From an optimization exercise on the open Yosys and OpenROAD flow, aimed at small area, a short achievable clock period and few clock cycles per item; shortcuts taken in it are not production practice. At most, simulation tests tie the RTL to the original design; equivalence was not proved. No functional check of the RTL was part of runs 4 and 5. Power figures rest on the tool's default switching activity, not on a simulated workload.

### flow/design.v
`timescale 1ns / 1ps
package ucs_pkg;
  localparam int MAX_LEN_DEF = 4096;
  localparam int CH_W     = 8;
  localparam int OFS_W    = 13;
  localparam int PORT_W   = 16;
  localparam int NUM_COMP = 7;
  localparam logic [CH_W-1:0] CH_HASH  = 8'h23;
  localparam logic [CH_W-1:0] CH_QUEST = 8'h3F;
  localparam logic [CH_W-1:0] CH_SLASH = 8'h2F;
  localparam logic [CH_W-1:0] CH_COLON = 8'h3A;
  localparam logic [CH_W-1:0] CH_PLUS  = 8'h2B;
  localparam logic [CH_W-1:0] CH_MINUS = 8'h2D;
  localparam logic [CH_W-1:0] CH_DOT   = 8'h2E;
  localparam logic [CH_W-1:0] CH_ZERO  = 8'h30;
  localparam logic [CH_W-1:0] CH_NINE  = 8'h39;
  typedef struct packed {
    logic [NUM_COMP-1:0] mask;
    logic [OFS_W-1:0]    c;
    logic [OFS_W-1:0]    l;
    logic [OFS_W-1:0]    e;
    logic [OFS_W-1:0]    q;
    logic [OFS_W-1:0]    h;
    logic [OFS_W-1:0]    n;
    logic [PORT_W-1:0]   port_value;
    logic                has_host;
    logic                abs_flag;
    logic                frag_only_flag;
    logic                overflow;
  } ucs_snap_t;
  function automatic logic is_alpha(input logic [CH_W-1:0] c);
    is_alpha = ((c >= 8'h61 && c <= 8'h7A) || (c >= 8'h41 && c <= 8'h5A));
  endfunction
  function automatic logic is_digit(input logic [CH_W-1:0] c);
    is_digit = ((c >= CH_ZERO) && (c <= CH_NINE));
  endfunction
  function automatic logic is_scheme_char(input logic [CH_W-1:0] c);
    is_scheme_char = (is_alpha(c) || is_digit(c) || c == CH_PLUS || c == CH_MINUS || c == CH_DOT);
  endfunction
endpackage
`timescale 1ns / 1ps
module ucs_parser (
  input  logic                     clk,
  input  logic                     rst,
  input  logic                     step,    
  input  logic                     clear,   
  input  logic [ucs_pkg::CH_W-1:0] ch,
  output ucs_pkg::ucs_snap_t       snap
);
  localparam int W = ucs_pkg::OFS_W;
  typedef enum logic [2:0] {
    M_START, M_SCHEME, M_AT_P, M_SLASH1, M_AUTH, M_PATH, M_QUERY, M_FRAG
  } mode_t;
  mode_t         mode, mode_n;
  logic [W-1:0]  pos;
  logic [W-1:0]  c_pos, l_pos, e_pos, q_pos, h_pos;
  logic          absolute, frag_only, has_host, colon_seen;
  logic          has_path, has_query, has_frag, overflow;
  logic [13:0]   acc;       
  logic [3:0]    dig;       
  logic [2:0]    cnt;       
  logic          bad;
  logic [16:0]   port_val;
  assign port_val = 17'(acc) * 17'd10 + 17'(dig);
  logic is_hash, is_quest, is_slash, is_colon, is_al, is_dg, is_sc;
  assign is_hash  = (ch == ucs_pkg::CH_HASH);
  assign is_quest = (ch == ucs_pkg::CH_QUEST);
  assign is_slash = (ch == ucs_pkg::CH_SLASH);
  assign is_colon = (ch == ucs_pkg::CH_COLON);
  assign is_al    = ucs_pkg::is_alpha(ch);
  assign is_dg    = ucs_pkg::is_digit(ch);
  assign is_sc    = ucs_pkg::is_scheme_char(ch);
  logic live;   
  assign live = step && !pos[W-1];
  logic set_c, set_l, set_e, set_q, set_h, set_path, set_host, set_fonly;
  logic port_acc, port_bad;
  always_comb begin
    mode_n    = mode;
    set_c     = 1'b0;
    set_l     = 1'b0;
    set_e     = 1'b0;
    set_q     = 1'b0;
    set_h     = 1'b0;
    set_path  = 1'b0;
    set_host  = 1'b0;
    set_fonly = 1'b0;
    port_acc  = 1'b0;
    port_bad  = 1'b0;
    unique case (mode)
      M_START, M_AT_P: begin
        if (is_hash) begin
          set_h     = 1'b1;
          set_fonly = (mode == M_START);
          mode_n    = M_FRAG;
        end else if (is_quest) begin
          set_q  = 1'b1;
          mode_n = M_QUERY;
        end else if (mode == M_START && is_al) begin
          mode_n = M_SCHEME;
        end else if (is_slash) begin
          mode_n = M_SLASH1;
        end else begin
          set_path = 1'b1;
          mode_n   = M_PATH;
        end
      end
      M_SCHEME: begin
        if (is_colon) begin
          set_c  = 1'b1;
          mode_n = M_AT_P;
        end else if (!is_sc) begin
          set_path = 1'b1;
          mode_n   = M_PATH;
          if (is_quest) begin
            set_q  = 1'b1;
            mode_n = M_QUERY;
          end else if (is_hash) begin
            set_h  = 1'b1;
            mode_n = M_FRAG;
          end
        end
      end
      M_SLASH1: begin
        if (is_slash) begin
          set_host = 1'b1;
          mode_n   = M_AUTH;
        end else begin
          set_path = 1'b1;
          mode_n   = M_PATH;
          if (is_quest) begin
            set_q  = 1'b1;
            mode_n = M_QUERY;
          end else if (is_hash) begin
            set_h  = 1'b1;
            mode_n = M_FRAG;
          end
        end
      end
      M_AUTH: begin
        if (is_slash) begin
          set_e    = 1'b1;
          set_path = 1'b1;
          mode_n   = M_PATH;
        end else if (is_quest) begin
          set_e  = 1'b1;
          set_q  = 1'b1;
          mode_n = M_QUERY;
        end else if (is_hash) begin
          set_e  = 1'b1;
          set_h  = 1'b1;
          mode_n = M_FRAG;
        end else if (is_colon) begin
          set_l = 1'b1;
        end else if (colon_seen) begin
          if (!is_dg || cnt >= 3'd5) port_bad = 1'b1;
          else                       port_acc = 1'b1;
        end
      end
      M_PATH: begin
        if (is_quest) begin
          set_q  = 1'b1;
          mode_n = M_QUERY;
        end else if (is_hash) begin
          set_h  = 1'b1;
          mode_n = M_FRAG;
        end
      end
      M_QUERY: begin
        if (is_hash) begin
          set_h  = 1'b1;
          mode_n = M_FRAG;
        end
      end
      default: ;
    endcase
  end
  always_ff @(posedge clk) begin
    if (rst || clear) begin
      mode       <= M_START;
      pos        <= '0;
      absolute   <= 1'b0;
      frag_only  <= 1'b0;
      has_host   <= 1'b0;
      colon_seen <= 1'b0;
      has_path   <= 1'b0;
      has_query  <= 1'b0;
      has_frag   <= 1'b0;
      overflow   <= 1'b0;
    end else if (step) begin
      if (pos[W-1]) begin
        overflow <= 1'b1;
      end else begin
        pos  <= pos + W'(1);
        mode <= mode_n;
        if (set_c)     absolute   <= 1'b1;
        if (set_fonly) frag_only  <= 1'b1;
        if (set_host)  has_host   <= 1'b1;
        if (set_l)     colon_seen <= 1'b1;
        if (set_path)  has_path   <= 1'b1;
        if (set_q)     has_query  <= 1'b1;
        if (set_h)     has_frag   <= 1'b1;
      end
    end
  end
  always_ff @(posedge clk) begin
    if (live && set_c) c_pos <= pos;
    if (live && set_l) l_pos <= pos;
    if (live && set_e) e_pos <= pos;
    if (live && set_q) q_pos <= pos;
    if (live && set_h) h_pos <= pos;
    if (live && set_l) begin
      acc <= '0;
      dig <= '0;
      cnt <= '0;
      bad <= 1'b0;
    end else if (live && port_bad) begin
      bad <= 1'b1;
    end else if (live && port_acc) begin
      acc <= port_val[13:0];
      dig <= ch[3:0];
      cnt <= cnt + 3'd1;
    end
  end
  always_comb begin
    snap.mask = {1'b1, has_frag, has_query,
                 has_path || mode == M_SCHEME || mode == M_SLASH1,
                 colon_seen, has_host, absolute};
    snap.c          = c_pos;
    snap.l          = l_pos;
    snap.e          = (mode == M_AUTH) ? pos : e_pos;
    snap.q          = q_pos;
    snap.h          = h_pos;
    snap.n          = pos;
    snap.port_value = (!bad && cnt != 3'd0 && !port_val[16]) ? port_val[15:0] : '0;
    snap.has_host   = has_host;
    snap.abs_flag       = absolute;
    snap.frag_only_flag = frag_only;
    snap.overflow       = overflow;
  end
endmodule
`timescale 1ns / 1ps
module ucs_emit (
  input  logic                        clk,
  input  logic                        rst,
  input  logic                        load,
  input  ucs_pkg::ucs_snap_t          snap_in,
  output logic                        free,
  output logic                        rec_valid,
  input  logic                        rec_ready,
  output logic [2:0]                  rec_component,
  output logic [ucs_pkg::OFS_W-1:0]   rec_start_offset,
  output logic [ucs_pkg::OFS_W-1:0]   rec_length,
  output logic [ucs_pkg::PORT_W-1:0]  rec_port_value,
  output logic                        rec_abs_flag,
  output logic                        rec_frag_only_flag,
  output logic                        rec_overflow,
  output logic                        rec_last
);
  localparam int W = ucs_pkg::OFS_W;
  localparam logic [ucs_pkg::NUM_COMP-1:0] CLOSE_ONLY = 7'b1000000;
  ucs_pkg::ucs_snap_t           snap;
  logic [ucs_pkg::NUM_COMP-1:0] pending;
  logic [ucs_pkg::NUM_COMP-1:0] sel;
  logic [2:0]                   sel_comp;
  logic                         out_valid;
  logic                         advance;
  always_comb begin
    sel      = '0;
    sel_comp = 3'd6;
    for (int i = ucs_pkg::NUM_COMP - 1; i >= 0; i--) begin
      if (pending[i]) begin
        sel      = ucs_pkg::NUM_COMP'(1) << i;
        sel_comp = 3'(i);
      end
    end
  end
  assign advance = (pending != '0) && (!out_valid || rec_ready);
  assign free    = (pending == '0) || (pending == CLOSE_ONLY && advance);
  logic [W-1:0] base, stop, start, len;
  logic [1:0]   k;
  always_comb begin
    base = '0;
    k    = 2'd0;
    stop = snap.n;
    unique case (1'b1)
      sel[0]: begin                                    
        stop = snap.c;
      end
      sel[1]: begin                                    
        base = snap.abs_flag ? snap.c : '0;
        k    = snap.abs_flag ? 2'd3 : 2'd2;
        stop = pending[2] ? snap.l : snap.e;
      end
      sel[2]: begin                                    
        base = snap.l;
        k    = 2'd1;
        stop = snap.e;
      end
      sel[3]: begin                                    
        base = snap.has_host ? snap.e : (snap.abs_flag ? snap.c : '0);
        k    = {1'b0, !snap.has_host && snap.abs_flag};
        stop = pending[4] ? snap.q : (pending[5] ? snap.h : snap.n);
      end
      sel[4]: begin                                    
        base = snap.q;
        k    = 2'd1;
        stop = pending[5] ? snap.h : snap.n;
      end
      sel[5]: begin                                    
        base = snap.h;
        k    = 2'd1;
      end
      default: ;                                       
    endcase
  end
  assign start = base + W'(k);
  assign len   = stop - start;
  always_ff @(posedge clk) begin
    if (rst) begin
      pending   <= '0;
      out_valid <= 1'b0;
    end else begin
      if (load)         pending <= snap_in.mask;
      else if (advance) pending <= pending & ~sel;
      if (advance)        out_valid <= 1'b1;
      else if (rec_ready) out_valid <= 1'b0;
    end
  end
  always_ff @(posedge clk) begin
    if (load) snap <= snap_in;
    if (advance) begin
      rec_component      <= sel_comp;
      rec_start_offset   <= start;
      rec_length         <= len;
      rec_abs_flag       <= snap.abs_flag;
      rec_frag_only_flag <= snap.frag_only_flag;
      rec_overflow       <= snap.overflow;
    end
  end
  assign rec_port_value = (rec_component == 3'd2) ? snap.port_value : '0;
  assign rec_last       = (rec_component == 3'd6);
  assign rec_valid      = out_valid;
endmodule
`timescale 1ns / 1ps
module uri_component_splitter_top #(
  parameter int MAX_LEN = ucs_pkg::MAX_LEN_DEF
) (
  input  logic              clk,
  input  logic              rst,
  input  logic              uri_valid,
  output logic              uri_ready,
  input  logic [ucs_pkg::CH_W-1:0]   uri_ch,
  input  logic              uri_end_of_uri,
  output logic              rec_valid,
  input  logic              rec_ready,
  output logic [2:0]        rec_component,
  output logic [ucs_pkg::OFS_W-1:0]  rec_start_offset,
  output logic [ucs_pkg::OFS_W-1:0]  rec_length,
  output logic [ucs_pkg::PORT_W-1:0] rec_port_value,
  output logic              rec_abs_flag,
  output logic              rec_frag_only_flag,
  output logic              rec_overflow,
  output logic              rec_last
);
  ucs_pkg::ucs_snap_t snap;
  logic      free;
  logic      waiting;    
  logic      take, ended, load;
  assign uri_ready = !waiting;
  assign take      = uri_valid && !waiting;
  assign ended     = take && uri_end_of_uri;
  assign load      = free && (ended || waiting);
  always_ff @(posedge clk) begin
    if (rst) waiting <= 1'b0;
    else     waiting <= (ended || waiting) && !free;
  end
  ucs_parser u_parser (
    .clk   (clk),
    .rst   (rst),
    .step  (take && !uri_end_of_uri),
    .clear (load),
    .ch    (uri_ch),
    .snap  (snap)
  );
  ucs_emit u_emit (
    .clk     (clk),
    .rst     (rst),
    .load    (load),
    .snap_in (snap),
    .free    (free),
    .rec_valid          (rec_valid),
    .rec_ready          (rec_ready),
    .rec_component      (rec_component),
    .rec_start_offset   (rec_start_offset),
    .rec_length         (rec_length),
    .rec_port_value     (rec_port_value),
    .rec_abs_flag       (rec_abs_flag),
    .rec_frag_only_flag (rec_frag_only_flag),
    .rec_overflow       (rec_overflow),
    .rec_last           (rec_last)
  );
endmodule
### flow/run.sh
#!/bin/bash
# synth_recipe.tcl (not shown) runs the flow's synth.tcl, then flattens the netlist and writes it again
# the make line also repeats each setting of config.mk as NAME=value (left out here)
make -C /OpenROAD-flow-scripts/flow DESIGN_CONFIG=/design/flow/config.mk WORK_HOME=/design/flow/orfs CLKGATE_MAP_FILE= SYNTH_SCRIPT=/design/flow/synth_recipe.tcl finish
### flow/config.mk
export PLATFORM = sky130hd
export DESIGN_NAME = uri_component_splitter_top
export DESIGN_NICKNAME = uri_component_splitter_top
export VERILOG_FILES = /design/flow/design.v
export SDC_FILE = /design/flow/constraint.sdc
export NUM_CORES = 4
export LEC_CHECK = 0
export ABC_CLOCK_PERIOD_IN_PS = 2000
export CAP_MARGIN = 20
export CORE_MARGIN = 2
export CORE_UTILIZATION = 40
export SLEW_MARGIN = 20
### flow/constraint.sdc
create_clock -name core_clock -period 5.0 [get_ports {clk}]
set_input_delay 1.0000 -clock core_clock [delete_from_list [all_inputs] [get_ports {clk}]]
set_output_delay 1.0000 -clock core_clock [all_outputs]
set_load 0.01 [all_outputs]
==> results.sh, run 1 <==
export IMPL_initial_utilization_pct=40.5
export IMPL_cp_max_fo=16
export IMPL_cts_hold_buffers=0
export IMPL_grt_remaining_overflow=0
export IMPL_cp_arrival_ps=4730
export IMPL_cts_root_buf="clkbuf_16"
export IMPL_fp_dieArea_um2=31300
export IMPL_timing_rr_start="u_emit.pending[2]$_SDFFE_PP0P_"
export IMPL_synth_edf_count=195
export IMPL_grt_usage_pct=17.2
export IMPL_grt_busiest_layer="met2"
export IMPL_area_growth_pct=16.4
export IMPL_gr_usage_met2_pct=26.6
export IMPL_synth_top_area_share_pct=48.9
export IMPL_vias=8175
export IMPL_synth_nets=1107
export IMPL_drive_above_1_share_pct=8.31
export IMPL_slew_headroom_pct=40.2
export IMPL_synthArstFlopShare_pct=0
export IMPL_fin_nets=1174
export IMPL_syn_inst=1045
export IMPL_synth_area_leaders="edfxtp_1 (49%), dfxtp_1 (9.2%), ha_1 (4.7%), nor2_1 (4.1%), a21oi_1 (3.1%)"
export IMPL_grt_first_pass_wirelength_um=42700
export IMPL_grt_pass1_vias=7666
export IMPL_grt_use_met1_pct=25.3
export IMPL_die_h_um=177
export IMPL_fin_tns_setup_ps=0
export IMPL_ys_ff_latch=250
export IMPL_p_sw_w=0.00102
export IMPL_finalHoldViolCount=0
export IMPL_h_tree_depth=1
export IMPL_grt_use_met3_pct=2.56
export IMPL_clkLatencyLatePin_ps=530
export IMPL_io_buffers=63
export IMPL_crit_type="flop to flop"
export IMPL_dr_pass1_iters=5
export IMPL_power_frac_comb_pct=8.0
export IMPL_slew_viol_final=0
export IMPL_min_delay_start="u_parser.l_pos[5]$_DFFE_PP_"
export IMPL_route_detailed_drc=0
export IMPL_ys_seq_area_share_pct=58.1
export IMPL_postPlaceCellArea_um2=13100
export IMPL_skew_ps=22.2
export IMPL_leakage_nw=5.03
export IMPL_ir_worst_vdd_uv=231
export IMPL_switching_share_pct=22.0
export IMPL_clock_path_buffers=3
export IMPL_via_per_inst=5.37
export IMPL_dp_final_hpwl_um=19400
export IMPL_post_route_util_pct=47.2
export IMPL_tightest_slew_ps=894
export IMPL_p_per_area_nw_per_um2=332
export IMPL_rrSetupSlack_ps=530
export IMPL_rsz0062_at_grt="false"
export IMPL_hp_class="flop to flop"
export IMPL_post_cts_buffers=0
export IMPL_status="timing/DRC/antenna clean"
export IMPL_min_to="u_emit.snap[77]$_DFFE_PP_"
export IMPL_cp_required_ps=5260
export IMPL_cts_tree="built"
export IMPL_hold_slack_ps=413
export IMPL_drtIter0Drc=646
export IMPL_ant_nets=0
export IMPL_path_clk_slew_ps=60
export IMPL_critical_path_startpoint_type="flop"
export IMPL_reg2regPathDepth=14
export IMPL_ys_warn_count=3
export IMPL_place_ws_ps=637
export IMPL_wl_um=26800
export IMPL_die_x_um=177
export IMPL_n_fill_cell=2642
export IMPL_cts_buffers=25
export IMPL_core_um2=29600
export IMPL_p_int_w=0.00361
export IMPL_io_pins=64
export IMPL_fmax_ghz=0.224
export IMPL_ys_types=75
export IMPL_p_seq_share_pct=50.8
export IMPL_synth_avg_cell_area_um2=11.5
export IMPL_grt_max_degree=88
export IMPL_finalSetupViolCount=0
export IMPL_syn_cell_area_um2=12000
export IMPL_wl_per_cell_um=17.6
export IMPL_worstSetupEndpointType="flop"
export IMPL_worst_slack_ps=531
export IMPL_r2r_end="u_emit.rec_length[11]$_DFFE_PP_"
export IMPL_cts_sinks=250
export IMPL_finalCriticalPeriod_ps=4470
export IMPL_antenna_found_initial=0
export IMPL_diodes=0
export IMPL_fin_area_um2=13900
export IMPL_period_share_pct=89.4
export IMPL_cts_resized=0
export IMPL_routabilityCongestion=0.931
export IMPL_rows=63
export IMPL_cap_violations=0
export IMPL_min_delay_path_depth=0
export IMPL_synth_top_area_cell="edfxtp_1"
export IMPL_pwr_share_clk_pct=41.2
export IMPL_synthFlopType="edfxtp_1"
layout by cell type (no fill, tap or decap), types with 25 or more instances in the layout:
cell               n
nand2_1           60
inv_1             42
nor2_1           130
clkdlybuf4s50_1   63
edfxtp_1         195
a21oi_1           75
xnor2_1           29
o21ai_0           37
clkbuf_16         25
xor2_1            25
ha_1              45
dfxtp_1           55
cells by family after synthesis:
| logic type | count (synthesis) | synth area share [%] |
|---|---|---|
| xor+xnor | 54 | 3.95 |
| buf+inv | 91 | 3.10 |
| simple gates | 349 | 14.6 |
| flops | 250 | 58.1 |
| compound gates | 225 | 12.5 |
| fa+ha+maj | 49 | 5.37 |
| mux | 27 | 2.43 |
worst max-delay path: stages (launching register included):
cell and delay (ps):
dfxtp_1 680, nor3b_1 130, o211a_1 400, a221o_1 370
ha_1 210, fa_1 530, inv_1 80, ha_1 270
a21o_1 170, a21oi_1 260, o21bai_1 140, a31o_2 270
a41o_1 260, o41ai_1 330, xnor2_1 100
stage by stage:
stage                     power, W  instances
after floorplan            0.00261       1045
after global placement     0.00276       1475
after detailed placement   0.00276       1475
after CTS                  0.00466       1521
after global routing       0.00478       1521
final                      0.00463       1521
how the worst max path moves through the flow:
stage | to | startpoint | depth (start not counted)
after detailed placement | u_emit.rec_length[11]$_DFFE_PP_ | u_emit.pending[2]$_SDFFE_PP0P_ | 14
after CTS | u_emit.rec_length[11]$_DFFE_PP_ | u_emit.pending[2]$_SDFFE_PP0P_ | 14
final | u_emit.rec_length[11]$_DFFE_PP_ | u_emit.pending[2]$_SDFFE_PP0P_ | 14
after floorplan | u_emit.rec_length[11]$_DFFE_PP_ | u_emit.pending[0]$_SDFFE_PP0P_ | 17
after global routing | u_emit.rec_length[12]$_DFFE_PP_ | u_emit.pending[2]$_SDFFE_PP0P_ | 16
after global placement | u_emit.rec_length[11]$_DFFE_PP_ | u_emit.pending[2]$_SDFFE_PP0P_ | 14
final cells by class:
type	count	area, µm²	share of cell area (%)
clock buffers	28	647	4.64
clock inverters	18	190	1.36
inverters	43	161	1.16
multi-input cells	704	4670	33.5
flip-flops and latches	250	6960	49.9
well taps	390	488	3.50
repair buffers	88	831	5.96
layer usage:
metal | vias up | share of wire, %
met5 | - | 0
met4 | 0 | 2.0
met3 | 45 | 5.7
met2 | 259 | 44
met1 | 3892 | 48
li1 | 3979 | -
power by group through the flow:
stage / registers [W] / clock network [W] / logic (W)
finish: 0.00235 / 0.00191 / 0.000370
global route: 0.00235 / 0.00202 / 0.000409
CTS: 0.00235 / 0.00194 / 0.000370
detailed placement: 0.00239 / 0 / 0.000369
global placement: 0.00239 / 0 / 0.000367
floorplan: 0.00239 / 0 / 0.000219
registers in the layout (all words and copies together), names as in the netlist, 4 cells and up:
name	count
u_parser.l_pos	13
u_parser.e_pos	13
u_emit.snap	98
u_emit.pending	7
u_emit.rec_start_offset	13
u_parser.h_pos	13
u_parser.c_pos	13
u_parser.pos	13
u_parser.acc	14
u_parser.q_pos	13
u_emit.rec_length	13
u_parser.dig	4
synth_stat cells, types with 12 or more instances:
| cell | n |
|---|---|
| and2_1 | 23 |
| nand3_1 | 24 |
| nor2_1 | 131 |
| o21ai_0 | 37 |
| a211oi_1 | 17 |
| nor3_1 | 13 |
| nand3b_1 | 15 |
| dfxtp_1 | 55 |
| mux2i_1 | 12 |
| a21oi_1 | 75 |
| a22oi_1 | 13 |
| inv_1 | 42 |
| ha_1 | 45 |
| xnor2_1 | 29 |
| clkbuf_1 | 32 |
| xor2_1 | 25 |
| nand2_1 | 60 |
| nor2b_1 | 20 |
| edfxtp_1 | 195 |
| mux2_2 | 14 |
Testbench counts, summed over its fixed seeds: cycles 95,171, items 94,275.
==> run 2: changes to the inputs <==
--- a/flow/config.mk
+++ b/flow/config.mk
@@ -5,8 +5,8 @@
 export SDC_FILE = /design/flow/constraint.sdc
 export NUM_CORES = 4
 export LEC_CHECK = 0
-export ABC_CLOCK_PERIOD_IN_PS = 2000
 export CAP_MARGIN = 20
 export CORE_MARGIN = 2
 export CORE_UTILIZATION = 40
+export SETUP_SLACK_MARGIN = 2.0
 export SLEW_MARGIN = 20
==> run 2 against run 1 <==
  * Worst hold slack about the same
  * Clock skew decreased by 13 ps
  * Wire length increased by 6.4%
  * Critical path type unchanged
  * Largest cell class unchanged
==> results.sh, run 2 <==
export IMPL_status="timing/DRC/antenna clean"
export IMPL_grt_use_met1_pct=24.0
export IMPL_synth_most_common_cell="edfxtp_1"
export IMPL_fin_area_um2=15000
export IMPL_multi_input_area_um2=5080
export IMPL_tightest_slew_ps=764
export IMPL_fmax_ghz=0.271
export IMPL_critical_path_startpoint_type="flop"
export IMPL_post_route_util_pct=50.7
export IMPL_postPlaceCellArea_um2=13200
export IMPL_die_h_um=177
export IMPL_n_fill_cell=2627
export IMPL_grt_usage_pct=18.2
export IMPL_hp_class="flop to flop"
export IMPL_cts_root_buf="clkbuf_16"
export IMPL_vias=8479
export IMPL_place_inst=1472
export IMPL_via_per_inst=5.37
export IMPL_grt_pass1_vias=8257
export IMPL_initial_utilization_pct=40.5
export IMPL_dp_final_hpwl_um=18900
export IMPL_ys_warn_count=3
export IMPL_drive_above_1_share_pct=19.1
export IMPL_ir_worst_vdd_uv=234
export IMPL_synthArstFlopShare_pct=0
export IMPL_routabilityCongestion=0.888
export IMPL_core_um2=29600
export IMPL_largest_registers="u_emit.snap: 98 flops, u_parser.acc: 14 flops"
export IMPL_ant_nets=0
export IMPL_ys_seq_area_share_pct=58.1
export IMPL_clkLatencyLatePin_ps=530
export IMPL_fin_tns_setup_ps=0
export IMPL_synth_nets=1107
export IMPL_io_pins=64
export IMPL_worst_slack_ps=1310
export IMPL_cts_sinks=250
export IMPL_slew_viol_final=0
export IMPL_p_per_area_nw_per_um2=323
export IMPL_crit_type="flop to flop"
export IMPL_final_cell_mix="edfxtp_1 (195), nor2_1 (123), a21oi_1 (70)"
export IMPL_cp_buffers_inverters=2
export IMPL_cts_buffers=27
export IMPL_die_x_um=177
export IMPL_skew_ps=8.78
export IMPL_grt_busiest_layer="met2"
export IMPL_clock_path_buffers=3
export IMPL_largest_register_ffs=98
export IMPL_synth_edf_count=195
export IMPL_cts_tree="built"
export IMPL_path_clk_slew_ps=60
export IMPL_fin_nets=1230
export IMPL_syn_cell_area_um2=12000
export IMPL_leakage_nw=5.54
export IMPL_place_ws_ps=699
export IMPL_slowest_stage="fa_2"
export IMPL_slew_headroom_pct=49.1
export IMPL_fp_dieArea_um2=31300
export IMPL_grt_remaining_overflow=0
export IMPL_area_growth_pct=25.0
export IMPL_cts_hold_buffers=0
export IMPL_synth_top_area_cell="edfxtp_1"
export IMPL_wl_per_cell_um=18.0
export IMPL_register_area_um2=6980
export IMPL_cp_cell_sequence="buf_6, nor4b_4, nand3_1, o21ai_2, a221o_1, ha_2, fa_2, inv_2, ha_4, a21o_1, a21oi_2, o21bai_1, a31o_2, a41o_1, o41ai_2, xnor2_1"
export IMPL_finalHoldViolCount=0
export IMPL_grt_use_met3_pct=2.62
export IMPL_finalCriticalPeriod_ps=3690
export IMPL_finalSetupViolCount=0
export IMPL_final_cells=1578
export IMPL_antenna_found_initial=0
export IMPL_route_detailed_drc=0
export IMPL_grt_first_pass_wirelength_um=44800
export IMPL_ys_types=75
export IMPL_rows=63
export IMPL_yosys_top_cells_count="edfxtp_1 (195), nor2_1 (131), a21oi_1 (75)"
export IMPL_cp_required_ps=5270
export IMPL_diodes=0
export IMPL_synth_top_area_share_pct=48.9
export IMPL_rsz0062_at_grt="true"
export IMPL_period_share_pct=73.7
export IMPL_io_buffers=63
export IMPL_syn_inst=1045
export IMPL_max_stage_delay_ps=460
export IMPL_layout_commonest_cell="edfxtp_1"
export IMPL_cp_arrival_ps=3960
export IMPL_synth_avg_cell_area_um2=11.5
export IMPL_top_register="u_emit.snap"
export IMPL_drtIter0Drc=532
export IMPL_h_tree_depth=1
export IMPL_synthFlopType="edfxtp_1"
export IMPL_path_delay_family="compound AO/OA/AOI/OAI gates"
export IMPL_dr_pass1_iters=7
export IMPL_cap_violations=0
export IMPL_synth_area_leaders="edfxtp_1 (49%), dfxtp_1 (9.2%), ha_1 (4.7%), nor2_1 (4.1%), a21oi_1 (3.1%)"
export IMPL_grt_max_degree=52
export IMPL_wl_um=28500
export IMPL_ys_ff_latch=250
export IMPL_cp_max_fo=6
export IMPL_worstSetupEndpointType="flop"
export IMPL_gr_usage_met2_pct=31.2
run 2: cell counts after synthesis:
Identical to the previous run, type by type.
run 2: area by class of cell:
class                      instances  share of cell area, %
tap                              390                   3.26
clock buffer                      29                   4.63
multi-input combinational        705                   33.9
clock inverter                    20                   1.45
timing repair buffer             141                   9.01
inverter                          43                   1.09
sequential                       250                   46.6
run 2: worst register-to-register path: stages (launching register included):
cell	delay (ps)
dfxtp_4	370
buf_6	120
nor4b_4	400
nand3_1	170
o21ai_2	80
a221o_1	120
ha_2	190
fa_2	460
inv_2	100
ha_4	200
a21o_1	160
a21oi_2	170
o21bai_1	90
a31o_2	220
a41o_1	210
o41ai_2	260
xnor2_1	100
run 2: where the power goes:
part	internal (W)	total, W	switching (W)
combinational	0.000223	0.000469	0.000245
clock	0.00121	0.00202	0.000811
sequential	0.00231	0.00235	0.0000388
run 2: cell families (layout without fill, tap and decap cells):
kind of cell             after synthesis  in the layout  share of synthesized area, %
AND/OR/NAND/NOR                      349            350                          14.6
flip-flops                           250            250                          58.1
AO/OA/AOI/OAI                        225            225                          12.5
buffers and inverters                 91            233                          3.10
XOR/XNOR                              54             54                          3.95
adder cells (fa/ha/maj)               49             49                          5.37
multiplexers                          27             27                          2.43
run 2: final timing paths:
path,end,slack (ps),cells past startpoint,startpoint
setup / recovery,u_emit.rec_length[11]$_DFFE_PP_,1310,16,u_emit.pending[2]$_SDFFE_PP0P_
hold / removal,u_emit.snap[77]$_DFFE_PP_,410,0,u_parser.l_pos[5]$_DFFE_PP_
setup reg to reg,u_emit.rec_length[11]$_DFFE_PP_,1310,16,u_emit.pending[2]$_SDFFE_PP0P_
hold reg to reg,u_emit.snap[77]$_DFFE_PP_,410,0,u_parser.l_pos[5]$_DFFE_PP_
run 2: through the flow:
stage	total power (W)	hold slack (ps)
after global placement	0.00276	401
after floorplan	0.00262	400
after global routing	0.00501	419
after detailed placement	0.00277	405
after CTS	0.00485	413
final	0.00484	413
run 2: metal layers:
layer	vias to the layer above	routed length [µm]	share of wire, %
met1	4081	12500	44
met4	0	849	3.0
met2	239	13700	48
met5	-	0	0
met3	62	1430	5.0
li1	4097	-	-
run 2: timing repair:
| item | CTS | global route |
|---|---|---|
| setup buffers | 42 | 9 |
| endpoints found under the setup margin | 238 | 130 |
| cloned | 4 | 2 |
| pin swaps | 30 | 21 |
| gates resized for setup | 78 | 30 |
==> run 3: changes to the inputs <==
--- a/flow/config.mk
+++ b/flow/config.mk
@@ -8,5 +8,4 @@
 export CAP_MARGIN = 20
 export CORE_MARGIN = 2
 export CORE_UTILIZATION = 40
-export SETUP_SLACK_MARGIN = 2.0
 export SLEW_MARGIN = 20
==> run 3 against run 2 <==
  * Still clean on timing, DRC and antenna
  * Critical path depth is 2 lower
  * Non-clock buffer count decreased by 53
  * First-iteration DRC count grew 21%
  * Via count down 3.6%
  * Flip-flop and latch count did not move
  * Total power shrank 4.4%
  * Sequential share of layout area increased by 3.3 points
  * Fmax decreased by 18%
  * Global-route usage down 1.0 points
  * Worst hold slack about the same
  * Wire length decreased by 6.0%
  * Clock skew up 13 ps
  * Critical path type unchanged
  * Largest power group unchanged
==> results.sh, run 3 <==
export IMPL_die_h_um=177
export IMPL_period_share_pct=89.4
export IMPL_p_per_area_nw_per_um2=332
export IMPL_setup_worst_path_start="u_emit.pending[2]$_SDFFE_PP0P_"
export IMPL_worstSetupEndpointType="flop"
export IMPL_synthMuxAreaShare_pct=2.43
export IMPL_ys_warn_count=3
export IMPL_grt_pass1_vias=7666
export IMPL_syn_cell_area_um2=12000
export IMPL_yosys_area_share_simple_pct=14.6
export IMPL_cts_buffers=25
export IMPL_synth_nets=1107
export IMPL_wl_um=26800
export IMPL_synth_top_area_cell="edfxtp_1"
export IMPL_slew_headroom_pct=40.2
export IMPL_largest_registers="u_emit.snap: 98 flops, u_parser.acc: 14 flops"
export IMPL_grt_first_pass_wirelength_um=42700
export IMPL_synth_xor_area_share_pct=3.95
export IMPL_dp_final_hpwl_um=19400
export IMPL_fin_area_um2=13900
export IMPL_cts_hold_buffers=0
export IMPL_fin_nets=1174
export IMPL_finalHoldViolCount=0
export IMPL_endpoint="u_emit.rec_length[11]$_DFFE_PP_"
export IMPL_synthArstFlopShare_pct=0
export IMPL_vias=8175
export IMPL_yosys_top_cells_count="edfxtp_1 (195), nor2_1 (131), a21oi_1 (75)"
export IMPL_cts_sinks=250
export IMPL_clock_path_buffers=3
export IMPL_diodes=0
export IMPL_via_per_inst=5.37
export IMPL_io_pins=64
export IMPL_worst_slack_ps=531
export IMPL_finalCriticalPeriod_ps=4470
export IMPL_post_cts_buffers=0
export IMPL_cts_resized=0
export IMPL_wl_per_cell_um=17.6
export IMPL_grt_max_degree=88
export IMPL_leakage_nw=5.03
export IMPL_io_buffers=63
export IMPL_layout_commonest_cell="edfxtp_1"
export IMPL_skew_ps=22.2
export IMPL_n_fill_cell=2642
export IMPL_rows=63
export IMPL_grt_remaining_overflow=0
export IMPL_synth_top_area_share_pct=48.9
export IMPL_rrSetupSlack_ps=530
export IMPL_fmax_ghz=0.224
export IMPL_cap_violations=0
export IMPL_area_growth_pct=16.4
export IMPL_synth_fa_ha_area_share_pct=5.37
export IMPL_ys_types=75
export IMPL_h_tree_depth=1
export IMPL_slowest_stage="dfxtp_1"
export IMPL_final_cell_mix="edfxtp_1 (195), nor2_1 (130), a21oi_1 (75)"
export IMPL_rsz0062_at_grt="false"
export IMPL_drtIter0Drc=646
export IMPL_status="timing/DRC/antenna clean"
export IMPL_finalSetupViolCount=0
export IMPL_cp_max_fo=16
export IMPL_path_delay_family="compound AO/OA/AOI/OAI gates"
export IMPL_r2r_end="u_emit.rec_length[11]$_DFFE_PP_"
export IMPL_reg2regPathDepth=14
export IMPL_top_register="u_emit.snap"
export IMPL_clkLatencyLatePin_ps=530
export IMPL_timing_rr_start="u_emit.pending[2]$_SDFFE_PP0P_"
export IMPL_cts_root_buf="clkbuf_16"
export IMPL_synth_most_common_cell="edfxtp_1"
export IMPL_largest_register_ffs=98
export IMPL_ys_seq_area_share_pct=58.1
export IMPL_finalPower_w=0.00463
export IMPL_synth_compound_area_share_pct=12.5
export IMPL_cp_required_ps=5260
export IMPL_grt_usage_pct=17.2
export IMPL_slew_viol_final=0
export IMPL_fp_dieArea_um2=31300
export IMPL_place_ws_ps=637
export IMPL_route_detailed_drc=0
export IMPL_cp_cell_sequence="nor3b_1, o211a_1, a221o_1, ha_1, fa_1, inv_1, ha_1, a21o_1, a21oi_1, o21bai_1, a31o_2, a41o_1, o41ai_1, xnor2_1"
export IMPL_synth_top_family_by_area="simple AND/OR/NAND/NOR gates"
export IMPL_synth_area_leaders="edfxtp_1 (49%), dfxtp_1 (9.2%), ha_1 (4.7%), nor2_1 (4.1%), a21oi_1 (3.1%)"
export IMPL_path_clk_slew_ps=60
export IMPL_cp_buffers_inverters=1
export IMPL_postPlaceCellArea_um2=13100
export IMPL_drive_above_1_share_pct=8.31
export IMPL_critical_path_startpoint_type="flop"
export IMPL_dr_pass1_iters=5
export IMPL_fin_tns_setup_ps=0
export IMPL_path_depth=14
export IMPL_die_x_um=177
export IMPL_initial_utilization_pct=40.5
export IMPL_core_um2=29600
export IMPL_ant_nets=0
export IMPL_synthFlopType="edfxtp_1"
export IMPL_ir_worst_vdd_uv=231
export IMPL_routabilityCongestion=0.931
export IMPL_syn_inst=1045
export IMPL_antenna_found_initial=0
export IMPL_crit_type="flop to flop"
export IMPL_synth_avg_cell_area_um2=11.5
export IMPL_cp_arrival_ps=4730
export IMPL_cts_tree="built"
export IMPL_hp_class="flop to flop"
export IMPL_path_common_cell="ha_1"
export IMPL_synth_edf_count=195
export IMPL_max_stage_delay_ps=680
export IMPL_tightest_slew_ps=894
export IMPL_ys_ff_latch=250
-- run 3: cell type report --
class | instances | area (µm²) | area share [%]
well taps | 390 | 488 | 3.50
inverters | 43 | 161 | 1.16
clock buffers | 28 | 647 | 4.64
repair buffers | 88 | 831 | 5.96
multi-input cells | 704 | 4670 | 33.5
clock inverters | 18 | 190 | 1.36
flip-flops and latches | 250 | 6960 | 49.9
-- run 3: logic make-up (layout without fill, tap and decap cells) --
kind of cell	count (synthesis)	after routing
flops	250	250
mux	27	27
fa+ha+maj	49	49
xor+xnor	54	54
simple gates	349	349
buf+inv	91	177
compound gates	225	225
-- run 3: how the worst min path moves through the flow --
stage	start	to	slack (ps)	cells past startpoint
floorplan	u_emit.snap[1]$_DFFE_PP_	u_emit.rec_frag_only_flag$_DFFE_PP_	400	0
global placement	u_emit.snap[1]$_DFFE_PP_	u_emit.rec_frag_only_flag$_DFFE_PP_	400	0
detailed placement	u_parser.h_pos[4]$_DFFE_PP_	u_emit.snap[37]$_DFFE_PP_	400	0
CTS	u_parser.q_pos[8]$_DFFE_PP_	u_emit.snap[54]$_DFFE_PP_	420	0
global route	u_parser.q_pos[10]$_DFFE_PP_	u_emit.snap[56]$_DFFE_PP_	420	0
finish	u_parser.l_pos[5]$_DFFE_PP_	u_emit.snap[77]$_DFFE_PP_	410	0
-- run 3: through the flow --
stage / cells / hold slack (ps) / utilization [%]
2_1_floorplan: 1045 / 400 / -
3_3_place_gp: 1475 / 400 / 44.4
3_5_place_dp: 1475 / 405 / 44.4
4_1_cts: 1521 / 416 / 47.2
5_1_grt: 1521 / 421 / 47.2
6_report: 1521 / 413 / 47.2
-- run 3: where the power goes --
part,switching (W),internal (W)
Sequential,0.0000392,0.00231
Combinational,0.000208,0.000162
Clock,0.000772,0.00114
-- run 3: metal layers --
layer  GRT usage (%)  vias to the layer above  part of all wire (%)
met5               0                        -                     0
met4            4.30                        0                   2.0
met3            2.56                       45                   5.7
met2            26.6                      259                    44
met1            25.3                     3892                    48
li1                -                     3979                     -
==> run 4: changes to the inputs <==
--- a/flow/design.v
+++ b/flow/design.v
@@ -257,77 +257,78 @@
   output logic                        rec_last
 );
   localparam int W = ucs_pkg::OFS_W;
-  localparam logic [ucs_pkg::NUM_COMP-1:0] CLOSE_ONLY = 7'b1000000;
   ucs_pkg::ucs_snap_t           snap;
-  logic [ucs_pkg::NUM_COMP-1:0] pending;
-  logic [ucs_pkg::NUM_COMP-1:0] sel;
+  logic [ucs_pkg::NUM_COMP-1:0] pending;    
+  logic [ucs_pkg::NUM_COMP-1:0] sel;        
+  logic [ucs_pkg::NUM_COMP-1:0] after_sel, sel_after, sel_load;
   logic [2:0]                   sel_comp;
   logic                         out_valid;
   logic                         advance;
+  function automatic logic [ucs_pkg::NUM_COMP-1:0] lowest(input logic [ucs_pkg::NUM_COMP-1:0] m);
+    lowest = m & (~m + ucs_pkg::NUM_COMP'(1));
+  endfunction
+  assign after_sel = pending & ~sel;
+  assign sel_after = lowest(after_sel);
+  assign sel_load  = lowest(snap_in.mask);
   always_comb begin
-    sel      = '0;
     sel_comp = 3'd6;
     for (int i = ucs_pkg::NUM_COMP - 1; i >= 0; i--) begin
-      if (pending[i]) begin
-        sel      = ucs_pkg::NUM_COMP'(1) << i;
-        sel_comp = 3'(i);
-      end
+      if (sel[i]) sel_comp = 3'(i);
     end
   end
   assign advance = (pending != '0) && (!out_valid || rec_ready);
-  assign free    = (pending == '0) || (pending == CLOSE_ONLY && advance);
+  assign free    = (pending == '0) || (sel[6] && advance);
   logic [W-1:0] base, stop, start, len;
-  logic [1:0]   k;
+  logic         k;
   always_comb begin
     base = '0;
-    k    = 2'd0;
-    stop = snap.n;
-    unique case (1'b1)
-      sel[0]: begin                                    
-        stop = snap.c;
-      end
-      sel[1]: begin                                    
-        base = snap.abs_flag ? snap.c : '0;
-        k    = snap.abs_flag ? 2'd3 : 2'd2;
-        stop = pending[2] ? snap.l : snap.e;
-      end
-      sel[2]: begin                                    
-        base = snap.l;
-        k    = 2'd1;
-        stop = snap.e;
-      end
-      sel[3]: begin                                    
-        base = snap.has_host ? snap.e : (snap.abs_flag ? snap.c : '0);
-        k    = {1'b0, !snap.has_host && snap.abs_flag};
-        stop = pending[4] ? snap.q : (pending[5] ? snap.h : snap.n);
-      end
-      sel[4]: begin                                    
-        base = snap.q;
-        k    = 2'd1;
-        stop = pending[5] ? snap.h : snap.n;
-      end
-      sel[5]: begin                                    
-        base = snap.h;
-        k    = 2'd1;
-      end
-      default: ;                                       
-    endcase
+    stop = '0;
+    k    = 1'b0;
+    if (sel[0])                 stop = stop | snap.c;
+    if (sel[1])                 base = base | snap.c;
+    if (sel[1] && pending[2])   stop = stop | snap.l;
+    if (sel[1] && !pending[2])  stop = stop | snap.e;
+    if (sel[2])                 base = base | snap.l;
+    if (sel[2])                 stop = stop | snap.e;
+    if (sel[3] && snap.has_host)  base = base | snap.e;
+    if (sel[3] && !snap.has_host) base = base | snap.c;
+    if (sel[3] && pending[4])   stop = stop | snap.q;
+    if (sel[3] && !pending[4] && pending[5]) stop = stop | snap.h;
+    if (sel[4])                 base = base | snap.q;
+    if (sel[4] && pending[5])   stop = stop | snap.h;
+    if (sel[5])                 base = base | snap.h;
+    if ((sel[3] && !pending[4] && !pending[5]) || (sel[4] && !pending[5]) || sel[5] || sel[6])
+      stop = stop | snap.n;
+    k = sel[2] | sel[4] | sel[5];
   end
+  logic [W:0] len_x;
   assign start = base + W'(k);
-  assign len   = stop - start;
+  assign len_x = {stop, 1'b1} + {~base, !k};
+  assign len   = len_x[W:1];
   always_ff @(posedge clk) begin
     if (rst) begin
       pending   <= '0;
+      sel       <= '0;
       out_valid <= 1'b0;
     end else begin
-      if (load)         pending <= snap_in.mask;
-      else if (advance) pending <= pending & ~sel;
+      if (load) begin
+        pending <= snap_in.mask;
+        sel     <= sel_load;
+      end else if (advance) begin
+        pending <= after_sel;
+        sel     <= sel_after;
+      end
       if (advance)        out_valid <= 1'b1;
       else if (rec_ready) out_valid <= 1'b0;
     end
   end
   always_ff @(posedge clk) begin
-    if (load) snap <= snap_in;
+    if (load) begin
+      snap   <= snap_in;
+      snap.c <= snap_in.abs_flag ? snap_in.c : (snap_in.has_host ? W'(2) : W'(0));
+    end else if (advance && sel[0]) begin
+      snap.c <= snap.c + (snap.has_host ? W'(3) : W'(1));
+    end
     if (advance) begin
       rec_component      <= sel_comp;
       rec_start_offset   <= start;
--- a/flow/config.mk
+++ b/flow/config.mk
@@ -8,4 +8,5 @@
 export CAP_MARGIN = 20
 export CORE_MARGIN = 2
 export CORE_UTILIZATION = 40
+export SETUP_SLACK_MARGIN = 3.0
 export SLEW_MARGIN = 20
==> run 4 against run 3 <==
  * Sequential power rose by 5%
  * Via count rose by 19%
  * Critical path type unchanged
  * Largest power group unchanged
  * Clock skew fell by 13 ps
  * Critical endpoint is now u_emit.snap[7]$_SDFFCE_PN0P_
  * Synthesized area rose by 4.1%
  * Still clean
  * Highest routed layer unchanged
  * Register-to-register slack improved by 1100 ps
==> results.sh, run 4 <==
export IMPL_die_h_um=181
export IMPL_crit_type="flop to flop"
export IMPL_via_per_inst=5.53
export IMPL_slew_headroom_pct=24.6
export IMPL_rsz0062_at_grt="true"
export IMPL_critical_path_startpoint_type="flop"
export IMPL_synth_top_area_share_pct=47.0
export IMPL_grt_pass1_vias=9458
export IMPL_ys_warn_count=3
export IMPL_synth_nets=1141
export IMPL_setup_worst_path_start="u_parser.acc[1]$_SDFFE_PP0P_"
export IMPL_worstSetupEndpointType="flop"
export IMPL_layout_commonest_cell="edfxtp_1"
export IMPL_path_clk_slew_ps=60
export IMPL_fmax_ghz=0.297
export IMPL_skew_ps=8.90
export IMPL_area_growth_pct=46.9
export IMPL_wl_per_cell_um=20.5
export IMPL_synth_area_leaders="edfxtp_1 (47%), dfxtp_1 (9.8%), ha_1 (4.6%), mux2_2 (3.4%), nor2_1 (3.0%)"
export IMPL_die_x_um=181
export IMPL_top_register="u_emit.snap"
export IMPL_finalHoldViolCount=0
export IMPL_ir_worst_vdd_uv=253
export IMPL_synth_most_common_cell="edfxtp_1"
export IMPL_vias=9691
export IMPL_syn_inst=1078
export IMPL_antenna_found_initial=0
export IMPL_cp_required_ps=5290
export IMPL_core_um2=30700
export IMPL_cp_arrival_ps=3660
export IMPL_cts_root_buf="clkbuf_16"
export IMPL_initial_utilization_pct=40.7
export IMPL_fp_dieArea_um2=32600
export IMPL_drive_above_1_share_pct=45.0
export IMPL_grt_max_degree=23
export IMPL_clock_path_buffers=3
export IMPL_cts_tree="built"
export IMPL_grt_remaining_overflow=0
export IMPL_cts_sinks=256
export IMPL_synth_top_area_cell="edfxtp_1"
export IMPL_clkLatencyLatePin_ps=530
export IMPL_final_cell_mix="edfxtp_1 (195), buf_4 (90), buf_6 (80)"
export IMPL_dp_final_hpwl_um=19900
export IMPL_diodes=0
export IMPL_ys_types=72
export IMPL_finalSetupViolCount=0
export IMPL_fin_tns_setup_ps=0
export IMPL_tightest_slew_ps=1130
export IMPL_min_delay_start="u_parser.h_pos[2]$_DFFE_PP_"
export IMPL_synthArstFlopShare_pct=0
export IMPL_post_route_util_pct=59.8
export IMPL_p_per_area_nw_per_um2=300
export IMPL_io_pins=64
export IMPL_ys_seq_area_share_pct=56.7
export IMPL_wl_um=36000
export IMPL_h_tree_depth=1
export IMPL_dr_pass1_iters=7
export IMPL_leakage_nw=6.90
export IMPL_synth_avg_cell_area_um2=11.6
export IMPL_largest_register_ffs=98
export IMPL_period_share_pct=67.4
export IMPL_grt_first_pass_wirelength_um=54000
export IMPL_cap_violations=0
export IMPL_timing_rr_start="u_parser.acc[1]$_SDFFE_PP0P_"
export IMPL_ant_nets=0
export IMPL_drtIter0Drc=861
export IMPL_ys_ff_latch=256
export IMPL_slew_viol_final=0
export IMPL_rows=64
export IMPL_yosys_top_cells_count="edfxtp_1 (195), nor2_1 (101), nand2_1 (93)"
export IMPL_status="timing/DRC/antenna clean"
export IMPL_cp_max_fo=6
export IMPL_grt_usage_pct=20.9
export IMPL_route_detailed_drc=0
export IMPL_syn_cell_area_um2=12500
export IMPL_fin_nets=1398
export IMPL_synthFlopType="edfxtp_1"
export IMPL_cts_buffers=28
export IMPL_io_buffers=63
export IMPL_finalCriticalPeriod_ps=3370
export IMPL_synth_edf_count=195
export IMPL_hp_class="flop to flop"
export IMPL_routabilityCongestion=0.843
export IMPL_largest_registers="u_emit.snap: 98 flops, u_parser.acc: 14 flops"
run 4: cell count changes after synthesis, sizes merged, moves of 10 or more:
| cell | delta |
|---|---|
| nand3 | +14 |
| nand3b | -12 |
| nand2 | +33 |
| mux2 | +24 |
| nor2 | -20 |
| a222oi | +13 |
| a22oi | +11 |
| nor2b | -10 |
| a21oi | -20 |
run 4: final timing paths:
check | to | slack [ps] | depth (start not counted)
max | u_emit.snap[7]$_SDFFCE_PN0P_ | 1630 | 13
min | u_emit.snap[35]$_DFFE_PP_ | 410 | 0
max reg2reg | u_emit.snap[7]$_SDFFCE_PN0P_ | 1630 | 13
min reg2reg | u_emit.snap[35]$_DFFE_PP_ | 410 | 0
run 4: power breakdown:
part,internal (W),switching (W)
Clock,0.00121,0.000841
Sequential,0.00240,0.0000701
Combinational,0.000514,0.000463
Total,0.00412,0.00137
run 4: critical path, cell delays in order (launching register included):
cell,delay (ps)
dfxtp_4,360
ha_4,270
ha_4,120
inv_2,30
fa_2,360
nand2b_4,150
a21o_1,190
and4b_4,220
or3_4,350
a2111oi_4,390
nand4_1,160
buf_6,170
nand3_4,120
and2b_2,230
run 4: final cells by class:
| cell class | instances | area [µm²] |
|---|---|---|
| Inverter | 35 | 148 |
| Timing Repair inverter | 7 | 119 |
| Clock buffer | 29 | 726 |
| Sequential cell | 256 | 7120 |
| Clock inverter | 23 | 200 |
| Tap cell | 396 | 495 |
| Fill cell | 2334 | 12300 |
| Timing Repair Buffer | 267 | 3060 |
| Multi-Input combinational cell | 740 | 6460 |
run 4: cells by family after synthesis:
group / share of synthesized area [%]
AO/OA/AOI/OAI: 11.3
XOR/XNOR: 4.71
adder cells (fa/ha/maj): 5.26
buffers and inverters: 2.85
flip-flops: 56.7
multiplexers: 4.47
AND/OR/NAND/NOR: 14.6
run 4: routing by layer:
metal	global-route usage (%)	wire, µm	up-vias
met5	0	0	-
li1	-	-	4527
met4	6.16	954	0
met3	2.00	1850	61
met2	34.3	17200	338
met1	29.7	16000	4765
run 4: repair_timing:
item                                    CTS  global route
gates resized for setup                 472           126
hold buffers                              0             0
endpoints found under the setup margin  359           359
setup buffers                           128            43
pin swaps                                74            49
cloned                                   26             5
run 4: metrics by stage:
| stage | worst slack [ps] | instance area, µm² | power, W | std cells | hold slack [ps] |
|---|---|---|---|---|---|
| 4_1_cts | 1610 | 17300 | 0.00539 | 1705 | 414 |
| 6_report | 1630 | 18300 | 0.00550 | 1753 | 411 |
| 3_5_place_dp | 1070 | 14100 | 0.00315 | 1499 | 405 |
| 2_1_floorplan | 1900 | 13300 | 0.00297 | 1078 | 400 |
| 5_1_grt | 1540 | 18300 | 0.00569 | 1753 | 421 |
| 3_3_place_gp | 1140 | 14100 | 0.00315 | 1499 | 400 |
==> run 5: changes to the inputs <==
--- a/flow/config.mk
+++ b/flow/config.mk
@@ -8,5 +8,5 @@
 export CAP_MARGIN = 20
 export CORE_MARGIN = 2
 export CORE_UTILIZATION = 40
-export SETUP_SLACK_MARGIN = 3.0
+export SETUP_SLACK_MARGIN = 2.0
 export SLEW_MARGIN = 20
==> run 5 against run 4 <==
  * Flip-flop and latch count unchanged
  * Clock power about the same
  * Global-route usage is 3.2 points lower
  * Total power decreased by 5.0%
  * Cell area down 16%
  * Sequential power barely moved
  * Core utilization fell by 9.9 points
  * Fmax rose by 1.1%
  * Synthesized cell count unchanged
  * Final cell count shrank 8.2%
  * Critical path type unchanged
==> results.sh, run 5 <==
export IMPL_slew_headroom_pct=45.2
export IMPL_synthArstFlopShare_pct=0
export IMPL_fmax_ghz=0.300
export IMPL_layout_commonest_cell="edfxtp_1"
export IMPL_io_buffers=63
export IMPL_grt_use_met3_pct=2.47
export IMPL_slew_viol_final=0
export IMPL_synth_top_area_cell="edfxtp_1"
export IMPL_fin_nets=1254
export IMPL_reg2regPathDepth=12
export IMPL_antenna_found_initial=0
export IMPL_route_detailed_drc=0
export IMPL_final_cells=1609
export IMPL_p_per_area_nw_per_um2=341
export IMPL_synth_top_area_share_pct=47.0
export IMPL_rows=64
export IMPL_leakage_nw=5.47
export IMPL_clkLatencyLatePin_ps=530
export IMPL_cts_buffers=28
export IMPL_ys_types=72
export IMPL_tightest_slew_ps=820
export IMPL_wl_um=29400
export IMPL_rrSetupSlack_ps=1660
export IMPL_drtIter0Drc=714
export IMPL_cp_arrival_ps=3620
export IMPL_timing_rr_start="u_parser.acc[1]$_SDFFE_PP0P_"
export IMPL_grt_use_met1_pct=26.4
export IMPL_setup_worst_path_start="u_parser.acc[1]$_SDFFE_PP0P_"
export IMPL_io_pins=64
export IMPL_rsz0062_at_grt="true"
export IMPL_wl_per_cell_um=18.2
export IMPL_dr_pass1_iters=6
export IMPL_synthFlopType="edfxtp_1"
export IMPL_hp_class="flop to flop"
export IMPL_syn_inst=1078
export IMPL_via_per_inst=5.50
export IMPL_place_inst=1506
export IMPL_ys_ff_latch=256
export IMPL_endpoint="u_emit.snap[8]$_SDFFCE_PN0P_"
export IMPL_yosys_area_share_simple_pct=14.6
export IMPL_routabilityCongestion=0.850
export IMPL_post_route_util_pct=49.9
export IMPL_critical_path_startpoint_type="flop"
export IMPL_synth_avg_cell_area_um2=11.6
export IMPL_synth_fa_ha_area_share_pct=5.26
export IMPL_cts_hold_buffers=0
export IMPL_cts_root_buf="clkbuf_16"
export IMPL_fp_dieArea_um2=32600
export IMPL_largest_register_ffs=98
export IMPL_register_area_um2=7110
export IMPL_crit_type="flop to flop"
export IMPL_min_delay_path_depth=0
export IMPL_cap_violations=0
export IMPL_ys_seq_area_share_pct=56.7
export IMPL_drive_above_1_share_pct=21.2
export IMPL_multi_input_area_um2=5410
export IMPL_die_h_um=181
export IMPL_top_register="u_emit.snap"
export IMPL_vias=8856
export IMPL_area_growth_pct=22.7
export IMPL_synth_compound_area_share_pct=11.3
export IMPL_dp_final_hpwl_um=19400
export IMPL_grt_busiest_layer="met2"
export IMPL_cts_tree="built"
export IMPL_die_x_um=181
export IMPL_ant_nets=0
export IMPL_path_clk_slew_ps=60
export IMPL_status="timing/DRC/antenna clean"
export IMPL_initial_utilization_pct=40.7
export IMPL_finalCriticalPeriod_ps=3340
export IMPL_clock_path_buffers=3
export IMPL_synthMuxAreaShare_pct=4.47
export IMPL_synth_most_common_cell="edfxtp_1"
export IMPL_synth_area_leaders="edfxtp_1 (47%), dfxtp_1 (9.8%), ha_1 (4.6%), mux2_2 (3.4%), nor2_1 (3.0%)"
export IMPL_gr_usage_met2_pct=26.8
export IMPL_grt_usage_pct=17.7
export IMPL_finalHoldViolCount=0
export IMPL_diodes=0
export IMPL_core_um2=30700
export IMPL_largest_registers="u_emit.snap: 98 flops, u_parser.acc: 14 flops"
export IMPL_syn_cell_area_um2=12500
export IMPL_grt_max_degree=74
export IMPL_yosys_top_cells_count="edfxtp_1 (195), nor2_1 (101), nand2_1 (93)"
export IMPL_synth_xor_area_share_pct=4.71
export IMPL_fin_tns_setup_ps=0
export IMPL_synth_edf_count=195
export IMPL_synth_nets=1141
export IMPL_worstSetupEndpointType="flop"
export IMPL_ir_worst_vdd_uv=266
export IMPL_worst_slack_ps=1660
export IMPL_final_cell_mix="edfxtp_1 (195), nor2_1 (99), nand2_1 (92)"
export IMPL_grt_pass1_vias=8444
export IMPL_cp_required_ps=5290
export IMPL_synth_top_family_by_area="simple AND/OR/NAND/NOR gates"
export IMPL_grt_first_pass_wirelength_um=46900
export IMPL_n_fill_cell=2726
export IMPL_grt_remaining_overflow=0
export IMPL_period_share_pct=66.7
export IMPL_skew_ps=11.7
export IMPL_r2r_end="u_emit.snap[8]$_SDFFCE_PN0P_"
export IMPL_hold_slack_ps=414
export IMPL_cp_max_fo=9
export IMPL_cts_sinks=256
export IMPL_place_ws_ps=1220
export IMPL_finalSetupViolCount=0
export IMPL_h_tree_depth=1
export IMPL_ys_warn_count=3
## run 5: cell counts after synthesis
No cell type changed its count.
## run 5: routing by layer
| metal | up-vias | part of all wire [%] |
|---|---|---|
| met4 | 0 | 2.7 |
| met5 | - | 0 |
| met3 | 54 | 5.5 |
| met1 | 4306 | 47 |
| li1 | 4234 | - |
| met2 | 262 | 44 |
## run 5: critical path, cell delays in order (launching register included)
cell and delay, ps:
dfxtp_4 350, ha_4 270, ha_4 120, inv_2 40, fa_2 380, nand2b_4 160
a21o_1 180, and4b_4 210, or4_4 420, a311oi_2 330, nand4_1 200, nand3_4 200
and2b_2 230
## run 5: power breakdown
part           total [W]  switching, W  internal, W
clock network    0.00203      0.000804      0.00123
logic           0.000724      0.000370     0.000354
registers        0.00247     0.0000637      0.00240
total            0.00522       0.00124      0.00399
## run 5: logic make-up (layout without fill, tap and decap cells)
group	Yosys count	count (layout)
AO/OA/AOI/OAI	200	200
XOR/XNOR	67	67
adder cells (fa/ha/maj)	50	50
buffers and inverters	88	223
flip-flops	256	256
multiplexers	51	51
AND/OR/NAND/NOR	366	366
## run 5: what timing repair did
action | in CTS | in global routing
pin swaps | 7 | 25
endpoints found under the setup margin | 96 | 115
gates cloned | 2 | 1
buffers inserted | 28 | 20
resized for setup | 60 | 65
## run 5: final cells by class
| type | count | share of cell area [%] |
|---|---|---|
| Inverter | 35 | 0.940 |
| Clock inverter | 7 | 0.278 |
| Tap cell | 396 | 3.24 |
| Multi-Input combinational cell | 734 | 35.3 |
| Sequential cell | 256 | 46.5 |
| Timing Repair Buffer | 136 | 7.87 |
| Clock buffer | 45 | 5.88 |
## run 5: per-stage QoR
stage               total power (W)  area [µm²]
floorplan                   0.00288       12600
global placement            0.00309       13600
detailed placement          0.00310       13600
CTS                         0.00518       14900
global route                0.00543       15300
finish                      0.00522       15300
## run 5: worst min path at each step
stage | start | to | slack, ps
floorplan | u_emit.snap[2]$_DFFE_PP_ | u_emit.rec_abs_flag$_DFFE_PP_ | 400
global placement | u_parser.q_pos[2]$_DFFE_PP_ | u_emit.snap[48]$_DFFE_PP_ | 400
detailed placement | u_parser.h_pos[1]$_DFFE_PP_ | u_emit.snap[34]$_DFFE_PP_ | 400
CTS | u_parser.h_pos[1]$_DFFE_PP_ | u_emit.snap[34]$_DFFE_PP_ | 420
global route | u_parser.q_pos[1]$_DFFE_PP_ | u_emit.snap[47]$_DFFE_PP_ | 420
finish | u_parser.h_pos[1]$_DFFE_PP_ | u_emit.snap[34]$_DFFE_PP_ | 410

==> separate check: timing with driven ports <==
In the flow no input, the clock included, has a driving cell. The finished layouts below were timed again as built, in two steps. Step 1: set_driving_cell puts a clkbuf_16 on clk and a buf_2 on each other input, an assumption about the parent block. Step 2 adds t to the input delays and takes it off the output delays; t is the mean of the earliest and latest rising clock arrival at the registers after step 1. Input paths then give back, and output paths get back, about the clock's delay inside the block. Three values: no drivers, after step 1, after step 2; two values: the first two.
run	shift t [ns]	slack for setup (ns)	latest minus earliest clock arrival (ns)
run 1	0.566	0.531 / 0.531 / 0.531	0.022 / 0.023
run 2	0.575	1.314 / 1.314 / 1.314	0.009 / 0.008
run 3	0.566	0.531 / 0.531 / 0.531	0.022 / 0.023
run 4	0.577	1.628 / 1.628 / 1.628	0.011 / 0.011
run 5	0.575	1.665 / 1.665 / 1.609	0.012 / 0.011
After both steps every run listed still meets setup and hold. The setup slack of run 5, which loses most, moves by 0.000 ns with the drivers and by -0.056 ns with both steps.
